What follows belongs to an exercise in optimizing a design on an open flow for small area, a short achievable clock period and few clock cycles; a production flow would make more cautious choices.
No functional check of the RTL was part of any run shown here.

==> flow/design.v, too long to show whole: its modules and the start of the top module <==
// module iter_counter: 14 lines
// module jw_control: 16 lines
// module jw_step: 454 lines
// module jw_fa: 10 lines
// module jw_ha: 9 lines
// module pixel_result: 15 lines
// module julia_worker: 156 lines
// module jw_start: 17 lines
// module jw_sure_escape: 15 lines
module julia_worker (
	input  logic               tb_clk,
	input  logic               rst,
	input  logic               start,
	input  logic [19:0]        pixel,   
	input  logic [43:0]        c,       
	input  logic               mc_busy,
	output logic               ready,
	output logic               done,
	output logic [63:0]        result   
);
  // ...
==> flow/run.sh <==
#!/bin/bash
# synth_recipe.tcl (not shown) runs the flow's synth.tcl, then flattens the netlist and writes it again
# the make line also repeats each setting of config.mk as NAME=value (left out here)
make -C /OpenROAD-flow-scripts/flow DESIGN_CONFIG=/design/flow/config.mk WORK_HOME=/design/flow/orfs CLKGATE_MAP_FILE= SYNTH_SCRIPT=/design/flow/synth_recipe.tcl finish
==> flow/config.mk <==
export PLATFORM = sky130hd
export DESIGN_NAME = julia_worker
export DESIGN_NICKNAME = julia_worker
export VERILOG_FILES = /design/flow/design.v
export SDC_FILE = /design/flow/constraint.sdc
export NUM_CORES = 4
export LEC_CHECK = 0
export CAP_MARGIN = 60
export CORE_MARGIN = 2
export CORE_UTILIZATION = 40
export SLEW_MARGIN = 60
export SYNTH_HIERARCHICAL = 1
export SYNTH_MINIMUM_KEEP_SIZE = 0
==> flow/constraint.sdc <==
create_clock -name core_clock -period 14.0 [get_ports {tb_clk}]
set_input_delay 2.8000 -clock core_clock [delete_from_list [all_inputs] [get_ports {tb_clk}]]
set_output_delay 2.8000 -clock core_clock [all_outputs]
set_load 0.01 [all_outputs]
==> impl_metrics.py, run 1 <==
metrics = {
    "outcome": {
        "outcome": "complete, no violations",
    },
    "synthesis": {
        "synth_warnings": 10,
        "ys_ff_latch": 157,
        "yosysMostFrequentCell": "fa_1",
        "synth_top_area_share": 0.295,
        "synth-compound-area-share": 0.108,
        "syn-cell-area_mm2": 0.0189,
    },
    "setup_path": {
        "crit_fanout": 25,
        "critPathKind": "reg2out",
        "cp.depth": 9,
    },
    "detailed_routing": {
        "dr_wl_met3_um": 2650,
        "dr_wl_met2_um": 22600,
        "drc": 0,
        "ant_nets": 0,
    },
    "sta": {
        "finClkSkew_ns": 0.0232,
        "relSlewSlack": 0.611,
        "fmax_mhz": 163,
        "grt_setup_unrepaired": "no",
    },
    "grt": {
        "grt_util_all_layers": 0.196,
        "grt_max_degree": 49,
        "overflow": 0,
        "use_met1": 0.253,
    },
    "worst_hold_path": {
        "min_from": "pix_q[10]",
        "hold_path_class": "reg2reg",
        "holdPathEnd": "res_index[0]",
        "hold_depth": 0,
    },
    "clock_network": {
        "clk_pin_slew_ns": 0.07,
        "cts_root_buffer": "clkbuf_16",
    },
    "finish": {
        "bufAreaShareNonClock": 0.0689,
        "fin_nets": 2278,
        "syn2layout_area_growth_pct": 10.7,
        "final_util": 0.449,
        "largest_reg_flops": 28,
    },
    "floorplan": {
        "n_tap_cell": 607,
        "die_y_um": 222,
    },
}
==> module jw_step, before the edit <==
module jw_step (
	input  logic [13:0] xr,
	input  logic [13:0] xi,
	input  logic [14:0] cre,
	input  logic [14:0] cim,
	output logic        escaped,
	output logic [15:0] nre,
	output logic [15:0] nim
);
	logic [27:0] ta_r0, ta_r1, tb_r0, tb_r1, tp_r0, tp_r1;
	logic [11:0] ca_s, cb_s;
	logic        ca, cb;
	logic [27:0] esum;
	logic [25:0] isum;
	logic [16:0] te_r0, te_r1;
	logic [15:0] tr_r0, tr_r1;
	logic [6:0]  bneg, bone, btwo;
	logic [14:0] bpp0, bpp1, bpp2, bpp3, bpp4, bpp5, bpp6;
	logic [14:0] yb, xs1, xs2;
	logic tas1, tac2, tas3, tac3, tas4, tac4, tas5, tac5, tas6, tac6, tas7, tac7, tas8, tac8, tas9, tac9;
	logic tas10, tac10, tas11, tac11, tas12, tac12, tas13, tac13, tas14, tac14, tas15, tac15, tas16, tac16, tas17, tac17;
	logic tas18, tac18, tas19, tac19, tas20, tac20, tas21, tac21, tas22, tac22, tas23, tac23, tas24, tac24, tas25, tac25;
	logic tas26, tac26, tas27, tac27, tas28, tac28, tas29, tac29, tas30, tac30, tas31, tac31, tas32, tac32, tas33, tac33;
	logic tas34, tac34, tas35, tac35, tas36, tac36, tas37, tac37, tas38, tac38, tas39, tac39, tas40, tac40, tas41, tac41;
	logic tas42, tac42, tas43, tac43, tas44, tac44, tas45, tac45, tas46, tac46, tas47, tac47, tas48, tac48, tas49, tac49;
	logic tas50, tac50, tas51, tac51, tas52, tac52, tas53, tac53, tas54, tac54, tas55, tac55, tas56, tac56, tas57, tac57;
	logic tas58, tac59, tas60, tac61, tas62, tac62, tas63, tac63, tas64, tac64, tas65, tac65, tas66, tac66, tas67, tac67;
	logic tas68, tac68, tas69, tac69, tas70, tac70, tas71, tac71, tas72, tac72, tas73, tac73, tas74, tac74, tas75, tac75;
	logic tas76, tac76, tas77, tac77, tas78, tac78, tas79, tac79, tas80, tac80, tas81, tac81, tas82, tac82, tas83, tac83;
	logic tas84, tac84, tbs85, tbc85, tbs86, tbc86, tbs87, tbc87, tbs88, tbc88, tbs89, tbc89, tbs90, tbc90, tbs91, tbc91;
	logic tbs92, tbc92, tbs93, tbc93, tbs94, tbc94, tbs95, tbc95, tbs96, tbc96, tbs97, tbc97, tbs98, tbc98, tbs99, tbc99;
	logic tbs100, tbc100, tbs101, tbc101, tbs102, tbc102, tbs103, tbc103, tbs104, tbc104, tbs105, tbc105, tbs106, tbc106, tbs107, tbc107;
	logic tbs108, tbc108, tbs109, tbc109, tbs110, tbc110, tbs111, tbc111, tbs112, tbc112, tbs113, tbc113, tbs114, tbc114, tbs115, tbc116;
	logic tbs117, tbc117, tbs118, tbc118, tbs119, tbc119, tbs120, tbc120, tbs121, tbc121, tbs122, tbc122, tbs123, tbc123, tbs124, tbc124;
	logic tbs125, tbc125, tbs126, tbc126, tbs127, tbc127, tbs128, tbc128, tbs129, tbc129, tbs130, tbc130, tbs131, tbc131, tbs132, tbc132;
	logic tbs133, tbc133, tbs134, tbc134, tbs135, tbc135, tbs136, tbc136, tbs137, tbc137, tbs138, tbc138, tbs139, tbc139, tbs140, tbc140;
	logic tbs141, tbc141, tbs142, tbc142, tbs143, tbc143, tbs144, tbc144, tbs145, tbc145, tbs146, tbc146, tbs147, tbc147, tbs148, tbc148;
	logic tbs149, tbc149, tbs150, tbc150, tbs151, tbc151, tps152, tpc152, tps153, tpc153, tps154, tpc154, tps155, tpc155, tps156, tpc156;
	logic tps157, tpc157, tps158, tpc159, tps160, tpc160, tps161, tpc161, tps162, tpc163, tps164, tpc164, tps165, tpc165, tps166, tpc166;
	logic tps167, tpc167, tps168, tpc169, tps170, tpc170, tps171, tpc171, tps172, tpc173, tps174, tpc174, tps175, tpc175, tps176, tpc176;
	logic tps177, tpc177, tps178, tpc178, tps179, tpc179, tps180, tpc180, tps181, tpc181, tps182, tpc182, tps183, tpc183, tps184, tpc184;
	logic tps185, tpc185, tps186, tpc186, tps187, tpc187, tps188, tpc188, tps189, tpc189, tps190, tpc190, tps191, tpc191, tps192, tpc192;
	logic tps193, tpc193, tps194, tpc194, tps195, tpc195, tps196, tpc196, tps197, tpc197, tps198, tpc198, tps199, tpc199, tps200, tpc200;
	logic tps201, tpc201, tps202, tpc203, tps204, tpc204, tps205, tpc205, tps206, tpc207, tps208, tpc209, tps210, tpc210, tps211, tpc211;
	logic tps212, tpc212, tps213, tpc213, tps214, tpc214, tps215, tpc215, tps216, tpc216, tps217, tpc217, tps218, tpc218, tps219, tpc219;
	logic tps220, tpc220, tps221, tpc221, tps222, tpc222, tps223, tpc223, tps224, tpc224, tps225, tpc225, tps226, tpc226, tps227, tpc227;
	logic tps228, tpc228, tps229, tpc229, tps230, tpc230, tps231, tpc231, tps232, tpc232, tps233, tpc233, tps234, tpc234, tps235, tpc235;
	logic tps236, tpc236, tps237, tpc237, tps238, tpc238, tps239, tpc239, tps240, tpc240, tps241, tpc241, tps242, tpc242, tps243, tpc243;
	logic tps244, tpc244, tps245, tpc245, tps246, tpc246, tps247, tpc247, tps248, tpc248, tps249, tpc249, tps250, tpc250, tps251, tpc251;
	logic tps252, tpc252, tps253, tpc253, tps254, tpc254, tes255, tec255, tes256, tec256, tes257, tec257, tes258, tec258, tes259, tec259;
	logic tes260, tec260, tes261, tec261, tes262, tec262, tes263, tec263, tes264, tec264, tes265, tec265, tes266, tec266, tes267, tec267;
	logic tes268, tec268, tes269, tec269, tes270, tec270, tes271, tec271, tes272, tec272, tes273, tec273, tes274, tec274, tes275, tec275;
	logic tes276, tec276, tes277, tec277, tes278, tec278, tes279, tec279, tes280, tec280, tes281, tec281, tes282, tec282, tes283, tec283;
	logic tes284, tec284, tes285, tec285, tes286, tec286, tes287, tec287, tes288, tec288, tes289, tec289, tes290, tec290, tes291, tec291;
	logic tes292, tec292, tes293, tec294, tes295, tec295, tes296, tec296, tes297, tec297, tes298, tec298, tes299, tec299, tes300, tec300;
	logic tes301, tec301, tes302, tec303, tes304, tec304, tes305, tec305, tes306, tec306, tes307, tes308, tes309, tes310, trs311, trc312;
	logic trs313, trc313, trs314, trc314, trs315, trc315, trs316, trc316, trs317, trc317, trs318, trc318, trs319, trc319, trs320, trc320;
	logic trs321, trc321, trs322, trc322, trs323, trc323, trs324, trc324, trs325, trc325, trs326, trc326, trs327, trc327, trs328, trc328;
	logic trs329, trc329, trs330, trc330, trs331, trc331, trs332, trc332, trs333, trc333, trs334, trc334, trs335, trc335, trs336, trc336;
	logic trs337, trc337, trs338, trc338, trs339, trc339, trs340, trc340, trs341, trc341, trs342, trs343;
	assign yb  = {xr, 1'b0};
	assign xs1 = {xi[13], xi};
	assign xs2 = {xi, 1'b0};
	assign bneg[0] = yb[2];
	assign bone[0] = yb[1] ^ yb[0];
	assign btwo[0] = (yb[2] & ~yb[1] & ~yb[0]) | (~yb[2] & yb[1] & yb[0]);
	assign bpp0 = (({15{bone[0]}} & xs1) | ({15{btwo[0]}} & xs2)) ^ {15{bneg[0]}};
	assign bneg[1] = yb[4];
	assign bone[1] = yb[3] ^ yb[2];
	assign btwo[1] = (yb[4] & ~yb[3] & ~yb[2]) | (~yb[4] & yb[3] & yb[2]);
	assign bpp1 = (({15{bone[1]}} & xs1) | ({15{btwo[1]}} & xs2)) ^ {15{bneg[1]}};
	assign bneg[2] = yb[6];
	assign bone[2] = yb[5] ^ yb[4];
	assign btwo[2] = (yb[6] & ~yb[5] & ~yb[4]) | (~yb[6] & yb[5] & yb[4]);
	assign bpp2 = (({15{bone[2]}} & xs1) | ({15{btwo[2]}} & xs2)) ^ {15{bneg[2]}};
	assign bneg[3] = yb[8];
	assign bone[3] = yb[7] ^ yb[6];
	assign btwo[3] = (yb[8] & ~yb[7] & ~yb[6]) | (~yb[8] & yb[7] & yb[6]);
	assign bpp3 = (({15{bone[3]}} & xs1) | ({15{btwo[3]}} & xs2)) ^ {15{bneg[3]}};
	assign bneg[4] = yb[10];
	assign bone[4] = yb[9] ^ yb[8];
	assign btwo[4] = (yb[10] & ~yb[9] & ~yb[8]) | (~yb[10] & yb[9] & yb[8]);
	assign bpp4 = (({15{bone[4]}} & xs1) | ({15{btwo[4]}} & xs2)) ^ {15{bneg[4]}};
	assign bneg[5] = yb[12];
	assign bone[5] = yb[11] ^ yb[10];
	assign btwo[5] = (yb[12] & ~yb[11] & ~yb[10]) | (~yb[12] & yb[11] & yb[10]);
	assign bpp5 = (({15{bone[5]}} & xs1) | ({15{btwo[5]}} & xs2)) ^ {15{bneg[5]}};
	assign bneg[6] = yb[14];
	assign bone[6] = yb[13] ^ yb[12];
	assign btwo[6] = (yb[14] & ~yb[13] & ~yb[12]) | (~yb[14] & yb[13] & yb[12]);
	assign bpp6 = (({15{bone[6]}} & xs1) | ({15{btwo[6]}} & xs2)) ^ {15{bneg[6]}};
	assign ca_s = {1'b0, ta_r0[10:0]} + {1'b0, ta_r1[10:0]};
	assign cb_s = {1'b0, tb_r0[10:0]} + {1'b0, tb_r1[10:0]};
	assign ca = ca_s[11];
	assign cb = cb_s[11];
	assign tas1 = ~cre[3];
	assign tac2 = cre[3];
	jw_fa u_ta3 (.a(cre[1]), .b(xr[6]), .c((xr[0] & xr[11])), .s(tas3), .co(tac3));
	jw_fa u_ta4 (.a(cre[2]), .b((xr[0] & xr[12])), .c((xr[1] & xr[11])), .s(tas4), .co(tac4));
	jw_fa u_ta5 (.a(tas1), .b(xr[7]), .c(~(xr[13] & xr[0])), .s(tas5), .co(tac5));
	jw_fa u_ta6 (.a((xr[1] & xr[12])), .b((xr[2] & xr[11])), .c((xr[3] & xr[10])), .s(tas6), .co(tac6));
	jw_fa u_ta7 (.a(cre[4]), .b(tac2), .c(~(xr[13] & xr[1])), .s(tas7), .co(tac7));
	jw_fa u_ta8 (.a((xr[2] & xr[12])), .b((xr[3] & xr[11])), .c((xr[4] & xr[10])), .s(tas8), .co(tac8));
	jw_fa u_ta9 (.a(cre[5]), .b(xr[8]), .c(~(xr[13] & xr[2])), .s(tas9), .co(tac9));
	jw_fa u_ta10 (.a((xr[3] & xr[12])), .b((xr[4] & xr[11])), .c((xr[5] & xr[10])), .s(tas10), .co(tac10));
	jw_fa u_ta11 (.a(cre[6]), .b(~(xr[13] & xr[3])), .c((xr[4] & xr[12])), .s(tas11), .co(tac11));
	jw_fa u_ta12 (.a(cre[7]), .b(xr[9]), .c(~(xr[13] & xr[4])), .s(tas12), .co(tac12));
	jw_ha u_ta13 (.a(xr[4]), .b((xr[0] & xr[7])), .s(tas13), .co(tac13));
	jw_ha u_ta14 (.a((xr[0] & xr[8])), .b((xr[1] & xr[7])), .s(tas14), .co(tac14));
	jw_fa u_ta15 (.a(xr[5]), .b((xr[0] & xr[9])), .c((xr[1] & xr[8])), .s(tas15), .co(tac15));
	jw_ha u_ta16 (.a((xr[2] & xr[7])), .b((xr[3] & xr[6])), .s(tas16), .co(tac16));
	jw_fa u_ta17 (.a(cre[0]), .b((xr[0] & xr[10])), .c((xr[1] & xr[9])), .s(tas17), .co(tac17));
	jw_fa u_ta18 (.a((xr[2] & xr[8])), .b((xr[3] & xr[7])), .c((xr[4] & xr[6])), .s(tas18), .co(tac18));
	jw_fa u_ta19 (.a((xr[1] & xr[10])), .b((xr[2] & xr[9])), .c((xr[3] & xr[8])), .s(tas19), .co(tac19));
	jw_fa u_ta20 (.a((xr[4] & xr[7])), .b((xr[5] & xr[6])), .c(tas3), .s(tas20), .co(tac20));
	jw_fa u_ta21 (.a((xr[2] & xr[10])), .b((xr[3] & xr[9])), .c((xr[4] & xr[8])), .s(tas21), .co(tac21));
	jw_fa u_ta22 (.a((xr[5] & xr[7])), .b(tac3), .c(tas4), .s(tas22), .co(tac22));
	jw_fa u_ta23 (.a((xr[4] & xr[9])), .b((xr[5] & xr[8])), .c((xr[6] & xr[7])), .s(tas23), .co(tac23));
	jw_fa u_ta24 (.a(tac4), .b(tas5), .c(tas6), .s(tas24), .co(tac24));
	jw_fa u_ta25 (.a((xr[5] & xr[9])), .b((xr[6] & xr[8])), .c(tac5), .s(tas25), .co(tac25));
	jw_fa u_ta26 (.a(tac6), .b(tas7), .c(tas8), .s(tas26), .co(tac26));
	jw_fa u_ta27 (.a((xr[6] & xr[9])), .b((xr[7] & xr[8])), .c(tac7), .s(tas27), .co(tac27));
	jw_fa u_ta28 (.a(tac8), .b(tas9), .c(tas10), .s(tas28), .co(tac28));
	jw_fa u_ta29 (.a((xr[5] & xr[11])), .b((xr[6] & xr[10])), .c((xr[7] & xr[9])), .s(tas29), .co(tac29));
	jw_fa u_ta30 (.a(tac9), .b(tac10), .c(tas11), .s(tas30), .co(tac30));
	jw_fa u_ta31 (.a((xr[5] & xr[12])), .b((xr[6] & xr[11])), .c((xr[7] & xr[10])), .s(tas31), .co(tac31));
	jw_fa u_ta32 (.a((xr[8] & xr[9])), .b(tac11), .c(tas12), .s(tas32), .co(tac32));
	jw_fa u_ta33 (.a(cre[8]), .b(~(xr[13] & xr[5])), .c((xr[6] & xr[12])), .s(tas33), .co(tac33));
	jw_fa u_ta34 (.a((xr[7] & xr[11])), .b((xr[8] & xr[10])), .c(tac12), .s(tas34), .co(tac34));
	jw_fa u_ta35 (.a(cre[9]), .b(xr[10]), .c(~(xr[13] & xr[6])), .s(tas35), .co(tac35));
	jw_fa u_ta36 (.a((xr[7] & xr[12])), .b((xr[8] & xr[11])), .c((xr[9] & xr[10])), .s(tas36), .co(tac36));
	jw_fa u_ta37 (.a(cre[10]), .b(~(xr[13] & xr[7])), .c((xr[8] & xr[12])), .s(tas37), .co(tac37));
	jw_fa u_ta38 (.a(cre[11]), .b(xr[11]), .c(~(xr[13] & xr[8])), .s(tas38), .co(tac38));
	jw_ha u_ta39 (.a(xr[3]), .b((xr[0] & xr[5])), .s(tas39), .co(tac39));
	jw_ha u_ta40 (.a((xr[0] & xr[6])), .b((xr[1] & xr[5])), .s(tas40), .co(tac40));
	jw_fa u_ta41 (.a((xr[1] & xr[6])), .b((xr[2] & xr[5])), .c((xr[3] & xr[4])), .s(tas41), .co(tac41));
	jw_fa u_ta42 (.a((xr[2] & xr[6])), .b((xr[3] & xr[5])), .c(tac13), .s(tas42), .co(tac42));
	jw_fa u_ta43 (.a((xr[4] & xr[5])), .b(tac14), .c(tas16), .s(tas43), .co(tac43));
	jw_fa u_ta44 (.a(tac16), .b(tac15), .c(tas17), .s(tas44), .co(tac44));
	jw_fa u_ta45 (.a(tac17), .b(tac18), .c(tas19), .s(tas45), .co(tac45));
	jw_fa u_ta46 (.a(tac19), .b(tas21), .c(tac20), .s(tas46), .co(tac46));
	jw_fa u_ta47 (.a(tac21), .b(tas23), .c(tac22), .s(tas47), .co(tac47));
	jw_fa u_ta48 (.a(tac23), .b(tac24), .c(tas25), .s(tas48), .co(tac48));
	jw_fa u_ta49 (.a(tac25), .b(tas27), .c(tac26), .s(tas49), .co(tac49));
	jw_fa u_ta50 (.a(tas29), .b(tac27), .c(tac28), .s(tas50), .co(tac50));
	jw_fa u_ta51 (.a(tac29), .b(tas31), .c(tac30), .s(tas51), .co(tac51));
	jw_fa u_ta52 (.a(tac31), .b(tas33), .c(tac32), .s(tas52), .co(tac52));
	jw_fa u_ta53 (.a(tac33), .b(tas35), .c(tas36), .s(tas53), .co(tac53));
	jw_fa u_ta54 (.a((xr[9] & xr[11])), .b(tac35), .c(tac36), .s(tas54), .co(tac54));
	jw_fa u_ta55 (.a((xr[9] & xr[12])), .b((xr[10] & xr[11])), .c(tac37), .s(tas55), .co(tac55));
	jw_fa u_ta56 (.a(cre[12]), .b(~(xr[13] & xr[9])), .c((xr[10] & xr[12])), .s(tas56), .co(tac56));
	jw_fa u_ta57 (.a(cre[13]), .b(xr[12]), .c(~(xr[13] & xr[10])), .s(tas57), .co(tac57));
	assign tas58 = ~~cre[14];
	assign tac59 = ~cre[14];
	assign tas60 = ~xr[13];
	assign tac61 = xr[13];
	jw_ha u_ta62 (.a(xr[2]), .b((xr[0] & xr[3])), .s(tas62), .co(tac62));
	jw_ha u_ta63 (.a((xr[0] & xr[4])), .b((xr[1] & xr[3])), .s(tas63), .co(tac63));
	jw_fa u_ta64 (.a((xr[1] & xr[4])), .b((xr[2] & xr[3])), .c(tas39), .s(tas64), .co(tac64));
	jw_fa u_ta65 (.a((xr[2] & xr[4])), .b(tac39), .c(tas40), .s(tas65), .co(tac65));
	jw_fa u_ta66 (.a(tac40), .b(tas13), .c(tas41), .s(tas66), .co(tac66));
	jw_fa u_ta67 (.a(tas14), .b(tac41), .c(tas42), .s(tas67), .co(tac67));
	jw_fa u_ta68 (.a(tas15), .b(tac42), .c(tas43), .s(tas68), .co(tac68));
	jw_fa u_ta69 (.a(tas18), .b(tac43), .c(tas44), .s(tas69), .co(tac69));
	jw_fa u_ta70 (.a(tac44), .b(tas20), .c(tas45), .s(tas70), .co(tac70));
	jw_fa u_ta71 (.a(tac45), .b(tas22), .c(tas46), .s(tas71), .co(tac71));
	jw_fa u_ta72 (.a(tas24), .b(tac46), .c(tas47), .s(tas72), .co(tac72));
	jw_fa u_ta73 (.a(tas26), .b(tac47), .c(tas48), .s(tas73), .co(tac73));
	jw_fa u_ta74 (.a(tas28), .b(tac48), .c(tas49), .s(tas74), .co(tac74));
	jw_fa u_ta75 (.a(tas30), .b(tac49), .c(tas50), .s(tas75), .co(tac75));
	jw_fa u_ta76 (.a(tas32), .b(tac50), .c(tas51), .s(tas76), .co(tac76));
	jw_fa u_ta77 (.a(tas34), .b(tac51), .c(tas52), .s(tas77), .co(tac77));
	jw_fa u_ta78 (.a(tac34), .b(tas53), .c(tac52), .s(tas78), .co(tac78));
	jw_fa u_ta79 (.a(tas37), .b(tac53), .c(tas54), .s(tas79), .co(tac79));
	jw_fa u_ta80 (.a(tas38), .b(tac54), .c(tas55), .s(tas80), .co(tac80));
	jw_fa u_ta81 (.a(tac38), .b(tas56), .c(tac55), .s(tas81), .co(tac81));
	jw_fa u_ta82 (.a((xr[11] & xr[12])), .b(tac56), .c(tas57), .s(tas82), .co(tac82));
	jw_fa u_ta83 (.a(tas58), .b(~(xr[13] & xr[11])), .c(tac57), .s(tas83), .co(tac83));
	jw_fa u_ta84 (.a(tac59), .b(tas60), .c(~(xr[13] & xr[12])), .s(tas84), .co(tac84));
	assign ta_r0 = {tac61, tac83, tac82, tac81, tac80, tac79, tac78, tac77, tac76, tac75, tac74, tac73, tac72, tac71, tac70, tac69, tac68, tac67, tac66, tac65, tac64, tac63, tac62, (xr[1] & xr[2]), (xr[0] & xr[2]), (xr[0] & xr[1]), 1'b0, xr[0]};
	assign ta_r1 = {tac84, tas84, tas83, tas82, tas81, tas80, tas79, tas78, tas77, tas76, tas75, tas74, tas73, tas72, tas71, tas70, tas69, tas68, tas67, tas66, tas65, tas64, tas63, tas62, 1'b0, xr[1], 1'b0, 1'b0};
	jw_ha u_tb85 (.a(xi[2]), .b((xi[0] & xi[3])), .s(tbs85), .co(tbc85));
	jw_ha u_tb86 (.a((xi[0] & xi[4])), .b((xi[1] & xi[3])), .s(tbs86), .co(tbc86));
	jw_fa u_tb87 (.a(xi[3]), .b((xi[0] & xi[5])), .c((xi[1] & xi[4])), .s(tbs87), .co(tbc87));
	jw_ha u_tb88 (.a((xi[2] & xi[3])), .b(tbc86), .s(tbs88), .co(tbc88));
	jw_fa u_tb89 (.a((xi[0] & xi[6])), .b((xi[1] & xi[5])), .c((xi[2] & xi[4])), .s(tbs89), .co(tbc89));
	jw_ha u_tb90 (.a(tbc87), .b(tbc88), .s(tbs90), .co(tbc90));
	jw_fa u_tb91 (.a(xi[4]), .b((xi[0] & xi[7])), .c((xi[1] & xi[6])), .s(tbs91), .co(tbc91));
	jw_fa u_tb92 (.a((xi[2] & xi[5])), .b((xi[3] & xi[4])), .c(tbc89), .s(tbs92), .co(tbc92));
	jw_ha u_tb93 (.a(tbs91), .b(tbc90), .s(tbs93), .co(tbc93));
	jw_fa u_tb94 (.a((xi[0] & xi[8])), .b((xi[1] & xi[7])), .c((xi[2] & xi[6])), .s(tbs94), .co(tbc94));
	jw_fa u_tb95 (.a((xi[3] & xi[5])), .b(tbc91), .c(tbs94), .s(tbs95), .co(tbc95));
	jw_ha u_tb96 (.a(tbc92), .b(tbc93), .s(tbs96), .co(tbc96));
	jw_fa u_tb97 (.a(xi[5]), .b((xi[0] & xi[9])), .c((xi[1] & xi[8])), .s(tbs97), .co(tbc97));
	jw_fa u_tb98 (.a((xi[2] & xi[7])), .b((xi[3] & xi[6])), .c((xi[4] & xi[5])), .s(tbs98), .co(tbc98));
	jw_fa u_tb99 (.a(tbc94), .b(tbs97), .c(tbs98), .s(tbs99), .co(tbc99));
	jw_ha u_tb100 (.a(tbc95), .b(tbs99), .s(tbs100), .co(tbc100));
	jw_fa u_tb101 (.a((xi[0] & xi[10])), .b((xi[1] & xi[9])), .c((xi[2] & xi[8])), .s(tbs101), .co(tbc101));
	jw_fa u_tb102 (.a((xi[3] & xi[7])), .b((xi[4] & xi[6])), .c(tbc97), .s(tbs102), .co(tbc102));
	jw_fa u_tb103 (.a(tbc98), .b(tbs101), .c(tbc99), .s(tbs103), .co(tbc103));
	jw_ha u_tb104 (.a(tbs102), .b(tbc100), .s(tbs104), .co(tbc104));
	jw_fa u_tb105 (.a(xi[6]), .b((xi[0] & xi[11])), .c((xi[1] & xi[10])), .s(tbs105), .co(tbc105));
	jw_fa u_tb106 (.a((xi[2] & xi[9])), .b((xi[3] & xi[8])), .c((xi[4] & xi[7])), .s(tbs106), .co(tbc106));
	jw_fa u_tb107 (.a((xi[5] & xi[6])), .b(tbc101), .c(tbs105), .s(tbs107), .co(tbc107));
	jw_fa u_tb108 (.a(tbs106), .b(tbc102), .c(tbs107), .s(tbs108), .co(tbc108));
	jw_ha u_tb109 (.a(tbc103), .b(tbc104), .s(tbs109), .co(tbc109));
	jw_fa u_tb110 (.a((xi[0] & xi[12])), .b((xi[1] & xi[11])), .c((xi[2] & xi[10])), .s(tbs110), .co(tbc110));
	jw_fa u_tb111 (.a((xi[3] & xi[9])), .b((xi[4] & xi[8])), .c((xi[5] & xi[7])), .s(tbs111), .co(tbc111));
	jw_fa u_tb112 (.a(tbc105), .b(tbc106), .c(tbs110), .s(tbs112), .co(tbc112));
	jw_fa u_tb113 (.a(tbs111), .b(tbc107), .c(tbs112), .s(tbs113), .co(tbc113));
	jw_ha u_tb114 (.a(tbc108), .b(tbs113), .s(tbs114), .co(tbc114));
	assign tbs115 = ~(xi[7] ^ (xi[1] & xi[12]));
	assign tbc116 = xi[7] | (xi[1] & xi[12]);
	jw_fa u_tb117 (.a((xi[2] & xi[11])), .b((xi[3] & xi[10])), .c((xi[4] & xi[9])), .s(tbs117), .co(tbc117));
	jw_fa u_tb118 (.a((xi[5] & xi[8])), .b((xi[6] & xi[7])), .c(~(xi[13] & xi[0])), .s(tbs118), .co(tbc118));
	jw_fa u_tb119 (.a(tbs115), .b(tbc110), .c(tbc111), .s(tbs119), .co(tbc119));
	jw_fa u_tb120 (.a(tbs117), .b(tbs118), .c(tbc112), .s(tbs120), .co(tbc120));
	jw_fa u_tb121 (.a(tbs119), .b(tbc113), .c(tbs120), .s(tbs121), .co(tbc121));
	jw_fa u_tb122 (.a((xi[2] & xi[12])), .b((xi[3] & xi[11])), .c((xi[4] & xi[10])), .s(tbs122), .co(tbc122));
	jw_fa u_tb123 (.a((xi[5] & xi[9])), .b((xi[6] & xi[8])), .c(~(xi[13] & xi[1])), .s(tbs123), .co(tbc123));
	jw_fa u_tb124 (.a(tbc116), .b(tbc117), .c(tbc118), .s(tbs124), .co(tbc124));
	jw_fa u_tb125 (.a(tbs122), .b(tbs123), .c(tbc119), .s(tbs125), .co(tbc125));
	jw_fa u_tb126 (.a(tbs124), .b(tbc120), .c(tbs125), .s(tbs126), .co(tbc126));
	jw_fa u_tb127 (.a(xi[8]), .b((xi[3] & xi[12])), .c((xi[4] & xi[11])), .s(tbs127), .co(tbc127));
	jw_fa u_tb128 (.a((xi[5] & xi[10])), .b((xi[6] & xi[9])), .c((xi[7] & xi[8])), .s(tbs128), .co(tbc128));
	jw_fa u_tb129 (.a(~(xi[13] & xi[2])), .b(tbc122), .c(tbc123), .s(tbs129), .co(tbc129));
	jw_fa u_tb130 (.a(tbs127), .b(tbs128), .c(tbc124), .s(tbs130), .co(tbc130));
	jw_fa u_tb131 (.a(tbs129), .b(tbc125), .c(tbs130), .s(tbs131), .co(tbc131));
	jw_fa u_tb132 (.a((xi[4] & xi[12])), .b((xi[5] & xi[11])), .c((xi[6] & xi[10])), .s(tbs132), .co(tbc132));
	jw_fa u_tb133 (.a((xi[7] & xi[9])), .b(~(xi[13] & xi[3])), .c(tbc127), .s(tbs133), .co(tbc133));
	jw_fa u_tb134 (.a(tbc128), .b(tbs132), .c(tbc129), .s(tbs134), .co(tbc134));
	jw_fa u_tb135 (.a(tbs133), .b(tbc130), .c(tbs134), .s(tbs135), .co(tbc135));
	jw_fa u_tb136 (.a(xi[9]), .b((xi[5] & xi[12])), .c((xi[6] & xi[11])), .s(tbs136), .co(tbc136));
	jw_fa u_tb137 (.a((xi[7] & xi[10])), .b((xi[8] & xi[9])), .c(~(xi[13] & xi[4])), .s(tbs137), .co(tbc137));
	jw_fa u_tb138 (.a(tbc132), .b(tbs136), .c(tbs137), .s(tbs138), .co(tbc138));
	jw_fa u_tb139 (.a(tbc133), .b(tbs138), .c(tbc134), .s(tbs139), .co(tbc139));
	jw_fa u_tb140 (.a((xi[6] & xi[12])), .b((xi[7] & xi[11])), .c((xi[8] & xi[10])), .s(tbs140), .co(tbc140));
	jw_fa u_tb141 (.a(~(xi[13] & xi[5])), .b(tbc136), .c(tbc137), .s(tbs141), .co(tbc141));
	jw_fa u_tb142 (.a(tbs140), .b(tbc138), .c(tbs141), .s(tbs142), .co(tbc142));
	jw_fa u_tb143 (.a(xi[10]), .b((xi[7] & xi[12])), .c((xi[8] & xi[11])), .s(tbs143), .co(tbc143));
	jw_fa u_tb144 (.a((xi[9] & xi[10])), .b(~(xi[13] & xi[6])), .c(tbc140), .s(tbs144), .co(tbc144));
	jw_fa u_tb145 (.a(tbs143), .b(tbc141), .c(tbs144), .s(tbs145), .co(tbc145));
	jw_fa u_tb146 (.a((xi[8] & xi[12])), .b((xi[9] & xi[11])), .c(~(xi[13] & xi[7])), .s(tbs146), .co(tbc146));
	jw_fa u_tb147 (.a(tbc143), .b(tbs146), .c(tbc144), .s(tbs147), .co(tbc147));
	jw_fa u_tb148 (.a(xi[11]), .b((xi[10] & xi[11])), .c((xi[9] & xi[12])), .s(tbs148), .co(tbc148));
	jw_fa u_tb149 (.a(~(xi[13] & xi[8])), .b(tbc146), .c(tbs148), .s(tbs149), .co(tbc149));
	jw_fa u_tb150 (.a((xi[10] & xi[12])), .b(~(xi[13] & xi[9])), .c(tbc148), .s(tbs150), .co(tbc150));
	jw_fa u_tb151 (.a(xi[12]), .b((xi[11] & xi[12])), .c(~(xi[13] & xi[10])), .s(tbs151), .co(tbc151));
	assign tb_r0 = {1'b1, ~(xi[13] & xi[12]), ~(xi[13] & xi[11]), tbc150, tbc149, tbc147, tbc145, tbc142, tbc139, tbc135, tbc131, tbc126, tbc121, tbc114, tbc109, tbs108, tbs103, tbc96, tbs95, tbs92, tbs89, tbs87, tbc85, (xi[1] & xi[2]), (xi[0] & xi[2]), (xi[0] & xi[1]), 1'b0, xi[0]};
	assign tb_r1 = {1'b0, xi[13], tbc151, tbs151, tbs150, tbs149, tbs147, tbs145, tbs142, tbs139, tbs135, tbs131, tbs126, tbs121, tbs114, tbs109, tbs104, tbs100, tbs96, tbs93, tbs90, tbs88, tbs86, tbs85, 1'b0, xi[1], 1'b0, 1'b0};
	jw_ha u_tp152 (.a(bneg[5]), .b(bpp0[10]), .s(tps152), .co(tpc152));
	jw_fa u_tp153 (.a(cim[1]), .b(bpp0[11]), .c(bpp1[9]), .s(tps153), .co(tpc153));
	jw_fa u_tp154 (.a(cim[2]), .b(bneg[6]), .c(bpp0[12]), .s(tps154), .co(tpc154));
	jw_fa u_tp155 (.a(bpp1[10]), .b(bpp2[8]), .c(bpp3[6]), .s(tps155), .co(tpc155));
	jw_fa u_tp156 (.a(cim[3]), .b(bpp0[13]), .c(bpp1[11]), .s(tps156), .co(tpc156));
	jw_fa u_tp157 (.a(bpp2[9]), .b(bpp3[7]), .c(bpp4[5]), .s(tps157), .co(tpc157));
	assign tps158 = ~(cim[4] ^ ~bpp0[14]);
	assign tpc159 = cim[4] | ~bpp0[14];
	jw_fa u_tp160 (.a(bpp1[12]), .b(bpp2[10]), .c(bpp3[8]), .s(tps160), .co(tpc160));
	jw_ha u_tp161 (.a(bpp4[6]), .b(bpp5[4]), .s(tps161), .co(tpc161));
	assign tps162 = ~(cim[5] ^ bpp1[13]);
	assign tpc163 = cim[5] | bpp1[13];
	jw_fa u_tp164 (.a(bpp2[11]), .b(bpp3[9]), .c(bpp4[7]), .s(tps164), .co(tpc164));
	jw_ha u_tp165 (.a(bpp5[5]), .b(bpp6[3]), .s(tps165), .co(tpc165));
	jw_fa u_tp166 (.a(cim[6]), .b(~bpp1[14]), .c(bpp2[12]), .s(tps166), .co(tpc166));
	jw_fa u_tp167 (.a(bpp3[10]), .b(bpp4[8]), .c(bpp5[6]), .s(tps167), .co(tpc167));
	assign tps168 = ~(cim[7] ^ bpp2[13]);
	assign tpc169 = cim[7] | bpp2[13];
	jw_ha u_tp170 (.a(bpp3[11]), .b(bpp4[9]), .s(tps170), .co(tpc170));
	jw_fa u_tp171 (.a(cim[8]), .b(~bpp2[14]), .c(bpp3[12]), .s(tps171), .co(tpc171));
	assign tps172 = ~cim[9];
	assign tpc173 = cim[9];
	jw_ha u_tp174 (.a(bneg[3]), .b(bpp0[6]), .s(tps174), .co(tpc174));
	jw_ha u_tp175 (.a(bpp0[7]), .b(bpp1[5]), .s(tps175), .co(tpc175));
	jw_fa u_tp176 (.a(bneg[4]), .b(bpp0[8]), .c(bpp1[6]), .s(tps176), .co(tpc176));
	jw_ha u_tp177 (.a(bpp2[4]), .b(bpp3[2]), .s(tps177), .co(tpc177));
	jw_fa u_tp178 (.a(bpp0[9]), .b(bpp1[7]), .c(bpp2[5]), .s(tps178), .co(tpc178));
	jw_ha u_tp179 (.a(bpp3[3]), .b(bpp4[1]), .s(tps179), .co(tpc179));
	jw_fa u_tp180 (.a(bpp1[8]), .b(bpp2[6]), .c(bpp3[4]), .s(tps180), .co(tpc180));
	jw_fa u_tp181 (.a(bpp4[2]), .b(bpp5[0]), .c(tps152), .s(tps181), .co(tpc181));
	jw_fa u_tp182 (.a(bpp2[7]), .b(bpp3[5]), .c(bpp4[3]), .s(tps182), .co(tpc182));
	jw_fa u_tp183 (.a(bpp5[1]), .b(tpc152), .c(tps153), .s(tps183), .co(tpc183));
	jw_fa u_tp184 (.a(bpp4[4]), .b(bpp5[2]), .c(bpp6[0]), .s(tps184), .co(tpc184));
	jw_fa u_tp185 (.a(tpc153), .b(tps154), .c(tps155), .s(tps185), .co(tpc185));
	jw_fa u_tp186 (.a(bpp5[3]), .b(bpp6[1]), .c(tpc154), .s(tps186), .co(tpc186));
	jw_fa u_tp187 (.a(tpc155), .b(tps156), .c(tps157), .s(tps187), .co(tpc187));
	jw_fa u_tp188 (.a(bpp6[2]), .b(tps158), .c(tps161), .s(tps188), .co(tpc188));
	jw_fa u_tp189 (.a(tpc156), .b(tpc157), .c(tps160), .s(tps189), .co(tpc189));
	jw_fa u_tp190 (.a(tpc159), .b(tpc161), .c(tps162), .s(tps190), .co(tpc190));
	jw_fa u_tp191 (.a(tps165), .b(tpc160), .c(tps164), .s(tps191), .co(tpc191));
	jw_fa u_tp192 (.a(bpp6[4]), .b(tpc163), .c(tpc165), .s(tps192), .co(tpc192));
	jw_fa u_tp193 (.a(tpc164), .b(tps166), .c(tps167), .s(tps193), .co(tpc193));
	jw_fa u_tp194 (.a(bpp5[7]), .b(bpp6[5]), .c(tps168), .s(tps194), .co(tpc194));
	jw_fa u_tp195 (.a(tps170), .b(tpc166), .c(tpc167), .s(tps195), .co(tpc195));
	jw_fa u_tp196 (.a(bpp4[10]), .b(bpp5[8]), .c(bpp6[6]), .s(tps196), .co(tpc196));
	jw_fa u_tp197 (.a(tpc169), .b(tpc170), .c(tps171), .s(tps197), .co(tpc197));
	jw_fa u_tp198 (.a(tps172), .b(bpp3[13]), .c(bpp4[11]), .s(tps198), .co(tpc198));
	jw_fa u_tp199 (.a(bpp5[9]), .b(bpp6[7]), .c(tpc171), .s(tps199), .co(tpc199));
	jw_fa u_tp200 (.a(cim[10]), .b(tpc173), .c(~bpp3[14]), .s(tps200), .co(tpc200));
	jw_fa u_tp201 (.a(bpp4[12]), .b(bpp5[10]), .c(bpp6[8]), .s(tps201), .co(tpc201));
	assign tps202 = ~(cim[11] ^ bpp4[13]);
	assign tpc203 = cim[11] | bpp4[13];
	jw_ha u_tp204 (.a(bpp5[11]), .b(bpp6[9]), .s(tps204), .co(tpc204));
	jw_fa u_tp205 (.a(cim[12]), .b(~bpp4[14]), .c(bpp5[12]), .s(tps205), .co(tpc205));
	assign tps206 = ~cim[13];
	assign tpc207 = cim[13];
	assign tps208 = ~~cim[14];
	assign tpc209 = ~cim[14];
	jw_ha u_tp210 (.a(bneg[2]), .b(bpp0[4]), .s(tps210), .co(tpc210));
	jw_ha u_tp211 (.a(bpp0[5]), .b(bpp1[3]), .s(tps211), .co(tpc211));
	jw_fa u_tp212 (.a(bpp1[4]), .b(bpp2[2]), .c(bpp3[0]), .s(tps212), .co(tpc212));
	jw_fa u_tp213 (.a(bpp2[3]), .b(bpp3[1]), .c(tpc174), .s(tps213), .co(tpc213));
	jw_fa u_tp214 (.a(bpp4[0]), .b(tpc175), .c(tps177), .s(tps214), .co(tpc214));
	jw_fa u_tp215 (.a(tpc177), .b(tps179), .c(tpc176), .s(tps215), .co(tpc215));
	jw_fa u_tp216 (.a(tpc179), .b(tpc178), .c(tps180), .s(tps216), .co(tpc216));
	jw_fa u_tp217 (.a(tpc180), .b(tps182), .c(tpc181), .s(tps217), .co(tpc217));
	jw_fa u_tp218 (.a(tpc182), .b(tps184), .c(tpc183), .s(tps218), .co(tpc218));
	jw_fa u_tp219 (.a(tpc184), .b(tps186), .c(tpc185), .s(tps219), .co(tpc219));
	jw_fa u_tp220 (.a(tps188), .b(tpc186), .c(tpc187), .s(tps220), .co(tpc220));
	jw_fa u_tp221 (.a(tpc188), .b(tps190), .c(tpc189), .s(tps221), .co(tpc221));
	jw_fa u_tp222 (.a(tpc190), .b(tps192), .c(tpc191), .s(tps222), .co(tpc222));
	jw_fa u_tp223 (.a(tpc192), .b(tps194), .c(tpc193), .s(tps223), .co(tpc223));
	jw_fa u_tp224 (.a(tps196), .b(tpc194), .c(tpc195), .s(tps224), .co(tpc224));
	jw_fa u_tp225 (.a(tpc196), .b(tps198), .c(tpc197), .s(tps225), .co(tpc225));
	jw_fa u_tp226 (.a(tpc198), .b(tps200), .c(tps201), .s(tps226), .co(tpc226));
	jw_fa u_tp227 (.a(tps202), .b(tps204), .c(tpc200), .s(tps227), .co(tpc227));
	jw_fa u_tp228 (.a(bpp6[10]), .b(tpc203), .c(tpc204), .s(tps228), .co(tpc228));
	jw_fa u_tp229 (.a(tps206), .b(bpp5[13]), .c(bpp6[11]), .s(tps229), .co(tpc229));
	jw_fa u_tp230 (.a(tpc207), .b(tps208), .c(~bpp5[14]), .s(tps230), .co(tpc230));
	jw_ha u_tp231 (.a(bneg[1]), .b(bpp0[2]), .s(tps231), .co(tpc231));
	jw_ha u_tp232 (.a(bpp0[3]), .b(bpp1[1]), .s(tps232), .co(tpc232));
	jw_fa u_tp233 (.a(bpp1[2]), .b(bpp2[0]), .c(tps210), .s(tps233), .co(tpc233));
	jw_fa u_tp234 (.a(bpp2[1]), .b(tpc210), .c(tps211), .s(tps234), .co(tpc234));
	jw_fa u_tp235 (.a(tpc211), .b(tps174), .c(tps212), .s(tps235), .co(tpc235));
	jw_fa u_tp236 (.a(tps175), .b(tpc212), .c(tps213), .s(tps236), .co(tpc236));
	jw_fa u_tp237 (.a(tps176), .b(tpc213), .c(tps214), .s(tps237), .co(tpc237));
	jw_fa u_tp238 (.a(tps178), .b(tpc214), .c(tps215), .s(tps238), .co(tpc238));
	jw_fa u_tp239 (.a(tps181), .b(tpc215), .c(tps216), .s(tps239), .co(tpc239));
	jw_fa u_tp240 (.a(tpc216), .b(tps183), .c(tps217), .s(tps240), .co(tpc240));
	jw_fa u_tp241 (.a(tps185), .b(tpc217), .c(tps218), .s(tps241), .co(tpc241));
	jw_fa u_tp242 (.a(tps187), .b(tpc218), .c(tps219), .s(tps242), .co(tpc242));
	jw_fa u_tp243 (.a(tps189), .b(tpc219), .c(tps220), .s(tps243), .co(tpc243));
	jw_fa u_tp244 (.a(tps191), .b(tpc220), .c(tps221), .s(tps244), .co(tpc244));
	jw_fa u_tp245 (.a(tps193), .b(tpc221), .c(tps222), .s(tps245), .co(tpc245));
	jw_fa u_tp246 (.a(tps195), .b(tpc222), .c(tps223), .s(tps246), .co(tpc246));
	jw_fa u_tp247 (.a(tps197), .b(tpc223), .c(tps224), .s(tps247), .co(tpc247));
	jw_fa u_tp248 (.a(tps199), .b(tpc224), .c(tps225), .s(tps248), .co(tpc248));
	jw_fa u_tp249 (.a(tpc199), .b(tps226), .c(tpc225), .s(tps249), .co(tpc249));
	jw_fa u_tp250 (.a(tpc201), .b(tps227), .c(tpc226), .s(tps250), .co(tpc250));
	jw_fa u_tp251 (.a(tps205), .b(tps228), .c(tpc227), .s(tps251), .co(tpc251));
	jw_fa u_tp252 (.a(tpc205), .b(tps229), .c(tpc228), .s(tps252), .co(tpc252));
	jw_fa u_tp253 (.a(bpp6[12]), .b(tpc229), .c(tps230), .s(tps253), .co(tpc253));
	jw_fa u_tp254 (.a(tpc209), .b(bpp6[13]), .c(tpc230), .s(tps254), .co(tpc254));
	assign tp_r0 = {1'b1, ~bpp6[14], tpc253, tpc252, tpc251, tpc250, tpc249, tpc248, tpc247, tpc246, tpc245, tpc244, tpc243, tpc242, tpc241, tpc240, tpc239, tpc238, tpc237, tpc236, tpc235, tpc234, tpc233, tpc232, tpc231, bpp1[0], bpp0[1], bneg[0]};
	assign tp_r1 = {1'b0, tpc254, tps254, tps253, tps252, tps251, tps250, tps249, tps248, tps247, tps246, tps245, tps244, tps243, tps242, tps241, tps240, tps239, tps238, tps237, tps236, tps235, tps234, tps233, tps232, tps231, 1'b0, bpp0[0]};
	jw_fa u_te255 (.a(~cre[0]), .b(ta_r0[11]), .c(ta_r1[11]), .s(tes255), .co(tec255));
	jw_fa u_te256 (.a(tb_r0[11]), .b(tb_r1[11]), .c(tes255), .s(tes256), .co(tec256));
	jw_fa u_te257 (.a(~cre[1]), .b(ta_r0[12]), .c(ta_r1[12]), .s(tes257), .co(tec257));
	jw_fa u_te258 (.a(tb_r0[12]), .b(tb_r1[12]), .c(tec255), .s(tes258), .co(tec258));
	jw_ha u_te259 (.a(tes257), .b(tec256), .s(tes259), .co(tec259));
	jw_fa u_te260 (.a(~cre[2]), .b(tb_r0[13]), .c(tb_r1[13]), .s(tes260), .co(tec260));
	jw_fa u_te261 (.a(tec257), .b(ta_r0[13]), .c(ta_r1[13]), .s(tes261), .co(tec261));
	jw_fa u_te262 (.a(tes260), .b(tec258), .c(tes261), .s(tes262), .co(tec262));
	jw_fa u_te263 (.a(~cre[3]), .b(tb_r0[14]), .c(tb_r1[14]), .s(tes263), .co(tec263));
	jw_fa u_te264 (.a(ta_r0[14]), .b(ta_r1[14]), .c(tec260), .s(tes264), .co(tec264));
	jw_fa u_te265 (.a(tec261), .b(tes263), .c(tes264), .s(tes265), .co(tec265));
	jw_fa u_te266 (.a(~cre[4]), .b(tb_r0[15]), .c(tb_r1[15]), .s(tes266), .co(tec266));
	jw_fa u_te267 (.a(ta_r0[15]), .b(ta_r1[15]), .c(tec263), .s(tes267), .co(tec267));
	jw_fa u_te268 (.a(tes266), .b(tec264), .c(tes267), .s(tes268), .co(tec268));
	jw_fa u_te269 (.a(~cre[5]), .b(tb_r0[16]), .c(tb_r1[16]), .s(tes269), .co(tec269));
	jw_fa u_te270 (.a(ta_r0[16]), .b(ta_r1[16]), .c(tec266), .s(tes270), .co(tec270));
	jw_fa u_te271 (.a(tes269), .b(tec267), .c(tes270), .s(tes271), .co(tec271));
	jw_fa u_te272 (.a(~cre[6]), .b(tb_r0[17]), .c(tb_r1[17]), .s(tes272), .co(tec272));
	jw_fa u_te273 (.a(ta_r0[17]), .b(ta_r1[17]), .c(tec269), .s(tes273), .co(tec273));
	jw_fa u_te274 (.a(tes272), .b(tec270), .c(tes273), .s(tes274), .co(tec274));
	jw_fa u_te275 (.a(~cre[7]), .b(tb_r0[18]), .c(tb_r1[18]), .s(tes275), .co(tec275));
	jw_fa u_te276 (.a(ta_r0[18]), .b(ta_r1[18]), .c(tec272), .s(tes276), .co(tec276));
	jw_fa u_te277 (.a(tes275), .b(tec273), .c(tes276), .s(tes277), .co(tec277));
	jw_fa u_te278 (.a(~cre[8]), .b(tb_r0[19]), .c(tb_r1[19]), .s(tes278), .co(tec278));
	jw_fa u_te279 (.a(ta_r0[19]), .b(ta_r1[19]), .c(tec275), .s(tes279), .co(tec279));
	jw_fa u_te280 (.a(tes278), .b(tec276), .c(tes279), .s(tes280), .co(tec280));
	jw_fa u_te281 (.a(~cre[9]), .b(tb_r0[20]), .c(tb_r1[20]), .s(tes281), .co(tec281));
	jw_fa u_te282 (.a(ta_r0[20]), .b(ta_r1[20]), .c(tes281), .s(tes282), .co(tec282));
	jw_fa u_te283 (.a(tec278), .b(tes282), .c(tec279), .s(tes283), .co(tec283));
	jw_fa u_te284 (.a(~cre[10]), .b(tb_r0[21]), .c(tb_r1[21]), .s(tes284), .co(tec284));
	jw_fa u_te285 (.a(ta_r0[21]), .b(ta_r1[21]), .c(tec281), .s(tes285), .co(tec285));
	jw_fa u_te286 (.a(tes284), .b(tec282), .c(tes285), .s(tes286), .co(tec286));
	jw_fa u_te287 (.a(~cre[11]), .b(tb_r0[22]), .c(tb_r1[22]), .s(tes287), .co(tec287));
	jw_fa u_te288 (.a(ta_r0[22]), .b(ta_r1[22]), .c(tec284), .s(tes288), .co(tec288));
	jw_fa u_te289 (.a(tes287), .b(tec285), .c(tes288), .s(tes289), .co(tec289));
	jw_fa u_te290 (.a(~cre[12]), .b(tb_r0[23]), .c(tb_r1[23]), .s(tes290), .co(tec290));
	jw_fa u_te291 (.a(ta_r0[23]), .b(ta_r1[23]), .c(tes290), .s(tes291), .co(tec291));
	jw_fa u_te292 (.a(tec287), .b(tes291), .c(tec288), .s(tes292), .co(tec292));
	assign tes293 = ~(~cre[13] ^ tb_r0[24]);
	assign tec294 = ~cre[13] | tb_r0[24];
	jw_fa u_te295 (.a(tb_r1[24]), .b(tes293), .c(ta_r0[24]), .s(tes295), .co(tec295));
	jw_fa u_te296 (.a(ta_r1[24]), .b(tec290), .c(tes295), .s(tes296), .co(tec296));
	jw_ha u_te297 (.a(tec291), .b(tes296), .s(tes297), .co(tec297));
	jw_fa u_te298 (.a(cre[14]), .b(tb_r0[25]), .c(tb_r1[25]), .s(tes298), .co(tec298));
	jw_fa u_te299 (.a(tes298), .b(ta_r0[25]), .c(ta_r1[25]), .s(tes299), .co(tec299));
	jw_fa u_te300 (.a(tec294), .b(tes299), .c(tec295), .s(tes300), .co(tec300));
	jw_ha u_te301 (.a(tec296), .b(tes300), .s(tes301), .co(tec301));
	assign tes302 = ~(tb_r0[26] ^ tb_r1[26]);
	assign tec303 = tb_r0[26] | tb_r1[26];
	jw_fa u_te304 (.a(tes302), .b(tec298), .c(ta_r0[26]), .s(tes304), .co(tec304));
	jw_fa u_te305 (.a(ta_r1[26]), .b(tec299), .c(tes304), .s(tes305), .co(tec305));
	jw_ha u_te306 (.a(tes305), .b(tec300), .s(tes306), .co(tec306));
	assign tes307 = ~(tb_r0[27] ^ tb_r1[27]);
	assign tes308 = tes307 ^ tec303 ^ ta_r0[27];
	assign tes309 = ta_r1[27] ^ tes308 ^ tec304;
	assign tes310 = tec305 ^ tes309;
	assign te_r0 = {tec306, tec301, tec297, tec292, tec289, tec286, tec283, tec280, tec277, tec274, tec271, tec268, tec265, tec262, tec259, tes258, cb};
	assign te_r1 = {tes310, tes306, tes301, tes297, tes292, tes289, tes286, tes283, tes280, tes277, tes274, tes271, tes268, tes265, tes262, tes259, tes256};
	assign trs311 = ~(ta_r0[11] ^ ta_r1[11]);
	assign trc312 = ta_r0[11] | ta_r1[11];
	jw_fa u_tr313 (.a(~tb_r0[11]), .b(~tb_r1[11]), .c(trs311), .s(trs313), .co(trc313));
	jw_fa u_tr314 (.a(ta_r0[12]), .b(ta_r1[12]), .c(trc312), .s(trs314), .co(trc314));
	jw_fa u_tr315 (.a(~tb_r0[12]), .b(~tb_r1[12]), .c(trc313), .s(trs315), .co(trc315));
	jw_fa u_tr316 (.a(~tb_r0[13]), .b(~tb_r1[13]), .c(ta_r0[13]), .s(trs316), .co(trc316));
	jw_fa u_tr317 (.a(ta_r1[13]), .b(trc314), .c(trs316), .s(trs317), .co(trc317));
	jw_fa u_tr318 (.a(~tb_r0[14]), .b(~tb_r1[14]), .c(ta_r0[14]), .s(trs318), .co(trc318));
	jw_fa u_tr319 (.a(ta_r1[14]), .b(trc316), .c(trs318), .s(trs319), .co(trc319));
	jw_fa u_tr320 (.a(~tb_r0[15]), .b(~tb_r1[15]), .c(ta_r0[15]), .s(trs320), .co(trc320));
	jw_fa u_tr321 (.a(ta_r1[15]), .b(trc318), .c(trs320), .s(trs321), .co(trc321));
	jw_fa u_tr322 (.a(~tb_r0[16]), .b(~tb_r1[16]), .c(ta_r0[16]), .s(trs322), .co(trc322));
	jw_fa u_tr323 (.a(ta_r1[16]), .b(trc320), .c(trs322), .s(trs323), .co(trc323));
	jw_fa u_tr324 (.a(~tb_r0[17]), .b(~tb_r1[17]), .c(ta_r0[17]), .s(trs324), .co(trc324));
	jw_fa u_tr325 (.a(ta_r1[17]), .b(trc322), .c(trs324), .s(trs325), .co(trc325));
	jw_fa u_tr326 (.a(~tb_r0[18]), .b(~tb_r1[18]), .c(ta_r0[18]), .s(trs326), .co(trc326));
	jw_fa u_tr327 (.a(ta_r1[18]), .b(trc324), .c(trs326), .s(trs327), .co(trc327));
	jw_fa u_tr328 (.a(~tb_r0[19]), .b(~tb_r1[19]), .c(ta_r0[19]), .s(trs328), .co(trc328));
	jw_fa u_tr329 (.a(ta_r1[19]), .b(trc326), .c(trs328), .s(trs329), .co(trc329));
	jw_fa u_tr330 (.a(~tb_r0[20]), .b(~tb_r1[20]), .c(ta_r0[20]), .s(trs330), .co(trc330));
	jw_fa u_tr331 (.a(ta_r1[20]), .b(trc328), .c(trs330), .s(trs331), .co(trc331));
	jw_fa u_tr332 (.a(~tb_r0[21]), .b(~tb_r1[21]), .c(ta_r0[21]), .s(trs332), .co(trc332));
	jw_fa u_tr333 (.a(ta_r1[21]), .b(trc330), .c(trs332), .s(trs333), .co(trc333));
	jw_fa u_tr334 (.a(~tb_r0[22]), .b(~tb_r1[22]), .c(ta_r0[22]), .s(trs334), .co(trc334));
	jw_fa u_tr335 (.a(ta_r1[22]), .b(trs334), .c(trc332), .s(trs335), .co(trc335));
	jw_fa u_tr336 (.a(~tb_r0[23]), .b(~tb_r1[23]), .c(ta_r0[23]), .s(trs336), .co(trc336));
	jw_fa u_tr337 (.a(ta_r1[23]), .b(trc334), .c(trs336), .s(trs337), .co(trc337));
	jw_fa u_tr338 (.a(~tb_r0[24]), .b(~tb_r1[24]), .c(ta_r0[24]), .s(trs338), .co(trc338));
	jw_fa u_tr339 (.a(ta_r1[24]), .b(trc336), .c(trs338), .s(trs339), .co(trc339));
	jw_fa u_tr340 (.a(~tb_r0[25]), .b(~tb_r1[25]), .c(ta_r0[25]), .s(trs340), .co(trc340));
	jw_fa u_tr341 (.a(ta_r1[25]), .b(trs340), .c(trc338), .s(trs341), .co(trc341));
	assign trs342 = ~tb_r0[26] ^ ~tb_r1[26] ^ ta_r0[26];
	assign trs343 = ta_r1[26] ^ trc340 ^ trs342;
	assign tr_r0 = {trc341, trc339, trc337, trc335, trc333, trc331, trc329, trc327, trc325, trc323, trc321, trc319, trc317, trc315, trs314, ~cb};
	assign tr_r1 = {trs343, trs341, trs339, trs337, trs335, trs333, trs331, trs329, trs327, trs325, trs323, trs321, trs319, trs317, trs315, trs313};
	assign esum = {te_r0, ta_r0[10:0]} + {te_r1, ta_r1[10:0]};
	assign escaped = ~esum[27];
	assign nre = tr_r0 + tr_r1 + ca;
	assign isum = tp_r0[25:0] + tp_r1[25:0];
	assign nim = {isum[25:11], cim[0]};
endmodule
==> run 2: changes to the inputs <==
--- a/flow/design.v
+++ b/flow/design.v
@@ -71,9 +71,10 @@
 	output logic [15:0] nim
 );
 	logic [27:0] ta_r0, ta_r1, tb_r0, tb_r1, tp_r0, tp_r1;
-	logic [11:0] ca_s, cb_s;
-	logic        ca, cb;
+	logic [11:0] cb_s;
+	logic        cb;
 	logic [27:0] esum;
+	logic [26:0] rsum;
 	logic [25:0] isum;
 	logic [16:0] te_r0, te_r1;
 	logic [15:0] tr_r0, tr_r1;
@@ -152,9 +153,7 @@
 	assign bone[6] = yb[13] ^ yb[12];
 	assign btwo[6] = (yb[14] & ~yb[13] & ~yb[12]) | (~yb[14] & yb[13] & yb[12]);
 	assign bpp6 = (({15{bone[6]}} & xs1) | ({15{btwo[6]}} & xs2)) ^ {15{bneg[6]}};
-	assign ca_s = {1'b0, ta_r0[10:0]} + {1'b0, ta_r1[10:0]};
 	assign cb_s = {1'b0, tb_r0[10:0]} + {1'b0, tb_r1[10:0]};
-	assign ca = ca_s[11];
 	assign cb = cb_s[11];
 	assign tas1 = ~cre[3];
 	assign tac2 = cre[3];
@@ -511,7 +510,8 @@
 	assign tr_r1 = {trs343, trs341, trs339, trs337, trs335, trs333, trs331, trs329, trs327, trs325, trs323, trs321, trs319, trs317, trs315, trs313};
 	assign esum = {te_r0, ta_r0[10:0]} + {te_r1, ta_r1[10:0]};
 	assign escaped = ~esum[27];
-	assign nre = tr_r0 + tr_r1 + ca;
+	assign rsum = {tr_r0, ta_r0[10:0]} + {tr_r1, ta_r1[10:0]};
+	assign nre = rsum[26:11];
 	assign isum = tp_r0[25:0] + tp_r1[25:0];
 	assign nim = {isum[25:11], cim[0]};
 endmodule
==> run 2 against run 1 <==
Core utilization up 0.18 points. Still clean. Critical path depth up 10. Clock skew down 0.0057 ns. Highest routed layer unchanged. Synthesized area up 0.62%. Largest cell class unchanged. Cell area up 0.60%. First-iteration DRC count down 15%.
==> impl_metrics.py, run 2 <==
metrics = {
    "finish": {
        "fin_nets": 2296,
        "largest_register": "z_seen",
        "diodes": 0,
        "fill_cells": 4381,
        "largest_reg_flops": 28,
        "final_util": 0.451,
        "reg_top3": "z_seen: 28 flops, pix_q: 20 flops, res_index: 20 flops",
        "syn2layout_area_growth_pct": 10.7,
        "final_common_cell": "fa_1",
        "drive_above_1_share": 0.0762,
        "final_cell_mix": "fa_1 (277), xnor2_1 (164), ha_1 (135), inv_1 (114), nor2_1 (114)",
    },
    "detailed_routing": {
        "vias": 13000,
        "ant_nets": 0,
        "firstDrtPassIters": 5,
        "drt_iter0_drc": 727,
        "drc": 0,
        "drt-total-wl_um": 48400,
        "wire_per_inst_um": 19.9,
        "drt-vias-per-instance": 5.34,
    },
    "grt": {
        "grt_pass1_wl_um": 77900,
        "use_met3": 0.0235,
        "grt_util_all_layers": 0.204,
        "first_global_vias": 13900,
        "use_met1": 0.271,
        "grt-busiest-layer": "met2",
        "overflow": 0,
        "grt_max_degree": 54,
        "grt_util_met2": 0.344,
        "antenna_found_initial": 0,
    },
    "synthesis": {
        "yosysMostFrequentCell": "fa_1",
        "netlist_top_cells_area": "fa_1 (29%), edfxtp_1 (17%), ha_1 (9.3%), xnor2_1 (7.6%), dfxtp_1 (5.1%)",
        "syn-mean-instance-area_um2": 10.7,
        "yosys.area_share.xor_xnor": 0.0891,
        "synth-main-ff-cell": "edfxtp_1",
        "synth_common_cells": "fa_1 (277), xnor2_1 (165), ha_1 (141), inv_1 (114), nor2_1 (114)",
        "ys_ff_latch": 157,
        "synth-edff-count": 108,
        "muxShareOfSynthArea": 0.0159,
        "synth_top_area_share": 0.291,
        "yosys.area_share.simple": 0.110,
        "async_flop_share": 0,
        "yosys.area.top_type": "fa_1",
        "yosysUniqueCellTypes": 89,
        "synth_top_family_by_area": "adder cells",
        "yosys.area_share.adder": 0.383,
        "synth-compound-area-share": 0.109,
        "syn_inst": 1784,
        "yosysSeqAreaShare": 0.222,
        "syn-cell-area_mm2": 0.0191,
        "synth_warnings": 10,
    },
    "floorplan": {
        "die_y_um": 222,
        "core_area_mm2": 0.0468,
        "initial_core_util": 0.408,
        "io_pins": 134,
        "num_rows": 79,
        "die_area_mm2": 0.0494,
        "dieWidth_um": 222,
    },
    "setup_path": {
        "startpoint": "xi[10]",
        "required_ns": 14.40,
        "crit_fanout": 21,
        "critPathKind": "reg2reg",
        "end_kind": "register",
        "endpoint": "xr_top[1]",
        "reg2reg_depth": 19,
        "timing.rr.end": "xr_top[1]",
        "crit_arrival_ns": 6.54,
        "worstSetupStartpointType": "register",
        "r2r_setup_slack_ns": 7.86,
        "rr_startpoint": "xi[10]",
    },
    "clock_network": {
        "htreeDepth": 4,
        "cts_resized": 0,
        "clock-sinks": 157,
        "clk_pin_slew_ns": 0.07,
        "cts_root_buffer": "clkbuf_16",
        "cts_tree": "yes",
        "clk_latency_ns": 0.47,
        "cts_buffers": 17,
        "cts-hold-fix-buffers": 0,
        "cts_setup_buffers": 0,
        "clock_path_buffers": 2,
    },
    "sta": {
        "finalCriticalPeriod_ns": 6.14,
        "finalMaxSlewViolations": 0,
        "finClkSkew_ns": 0.0175,
        "fin_crit_sh": 0.439,
        "relSlewSlack": 0.638,
        "setup_violations": 0,
        "grt_setup_unrepaired": "no",
        "fmax_mhz": 163,
        "worst-slew-pin-transition_ns": 0.543,
        "hold_viol_final": 0,
        "setup_tns_ns": 0,
    },
    "placed_design": {
        "place.gp.congestion": 0.877,
        "port_buffers": 113,
        "hpwl_um": 36800,
    },
    "worst_hold_path": {
        "hold_path_class": "reg2reg",
    },
    "run": {
        "drv_cap": 0,
    },
    "outcome": {
        "outcome": "complete, no violations",
    },
}
-- run 2: cell count changes after synthesis, moves of 4 or more --
cell      change
nand3_1       +4
o31ai_1       -4
xnor2_1       +5
nand2_1      +16
o21ai_1       +5
clkbuf_1      -4
buf_2         +4
a21o_1       -10
a211oi_1      +5
and3_1        -4
-- run 2: layer usage --
metal,up-vias,share of wire
li1,5993,-
met3,70,0.034
met5,-,0
met4,0,0.026
met1,6615,0.45
met2,295,0.49
-- run 2: stage by stage --
step / cell area, um2 / worst slack (ns) / hold slack [ns] / instances
after floorplan: 19100 / 8.11 / 0.400 / 1807
final: 21100 / 7.86 / 0.419 / 2430
after detailed placement: 20500 / 7.94 / 0.405 / 2398
after global routing: 21100 / 7.59 / 0.429 / 2430
after CTS: 21100 / 7.91 / 0.420 / 2430
after global placement: 20400 / 7.73 / 0.402 / 2398
-- run 2: worst min path at each step --
| stage | from | endpoint | slack, ns | cells after the start |
|---|---|---|---|---|
| 2_1_floorplan | pix_q[10] | res_index[0] | 0.40 | 0 |
| 3_3_place_gp | pix_q[10] | res_index[0] | 0.40 | 0 |
| 3_5_place_dp | pix_q[13] | res_index[3] | 0.40 | 0 |
| 4_1_cts | pix_q[14] | res_index[4] | 0.42 | 0 |
| 5_1_grt | pix_q[11] | res_index[1] | 0.43 | 0 |
| 6_report | pix_q[13] | res_index[3] | 0.42 | 0 |
-- run 2: critical path, cell delays in order, from the launching register on --
cell and delay (ns):
dfxtp_2 0.63, inv_1 0.33, nor2_1 0.20, fa_1 0.44
fa_1 0.46, fa_1 0.40, fa_1 0.56, inv_1 0.07
fa_1 0.53, fa_1 0.42, ha_1 0.35, a21oi_1 0.24
a21boi_0 0.16, o21ai_1 0.18, o211ai_2 0.17, a221o_2 0.44
a21oi_2 0.17, xnor2_1 0.14, inv_1 0.05, o21ai_0 0.12
-- run 2: Yosys stat by module (local to each module, per instance) --
module          times used  area, um2  flops+latches
iter_counter             1        339              8
jw_ha                   34       12.5              0
jw_control               1       26.3              0
pixel_result             1        474              0
jw_sure_escape           1       66.3              0
julia_worker             1       5770            149
jw_fa                  275       20.0              0
jw_step                  1       5750              0
jw_start                 1        709              0
-- run 2: kinds of logic (layout without fill, tap and decap cells) --
logic type                 count (synthesis)  count (layout)
buffers and inverters                    277             293
DFF                                      157             157
xor gates and xnor gates                 194             194
and+or+nand+nor                          404             404
muxes                                     27              27
adders and majority gates                418             418
other                                      3              26
AOI/OAI and AO/OA                        304             304
-- run 2: area by class of cell --
cell class              count  area, um2  share of cell area
multi-input cells        1373      13700               0.648
flip-flops and latches    157       4230               0.201
repair buffers            144       1390              0.0657
well taps                 607        759              0.0360
clock buffers              22        495              0.0235
inverters                 117        439              0.0208
clock inverters            10        114             0.00540

-- what the ideal ports hide --
How much do the figures lean on ideal ports? The routed layouts below were timed once more, with nothing changed but the port constraints.
Step 1: set_driving_cell puts a clkbuf_16 on tb_clk and a buf_2 on each other input, an assumption about the parent block.
Step 2 times the ports against the registers' clock, not the clock port: input delays grow and output delays shrink by t, the midpoint of the rising clock arrivals with the driver on.
Slacks: no drivers / after step 1 / after step 2; pairs: no drivers / after step 1.
run	shift t [ns]	setup WS [ns]	worst hold slack (ns)	slew at the worst register clock pin (ns)	worst slew at a driven data input, ns
run 1	0.516	7.868 / 7.811 / 7.908	0.419 / 0.419 / 0.419	0.07 / 0.07	0.05
run 2	0.520	7.859 / 7.859 / 7.859	0.419 / 0.419 / 0.419	0.08 / 0.08	0.06
After both steps every run listed still meets setup and hold.
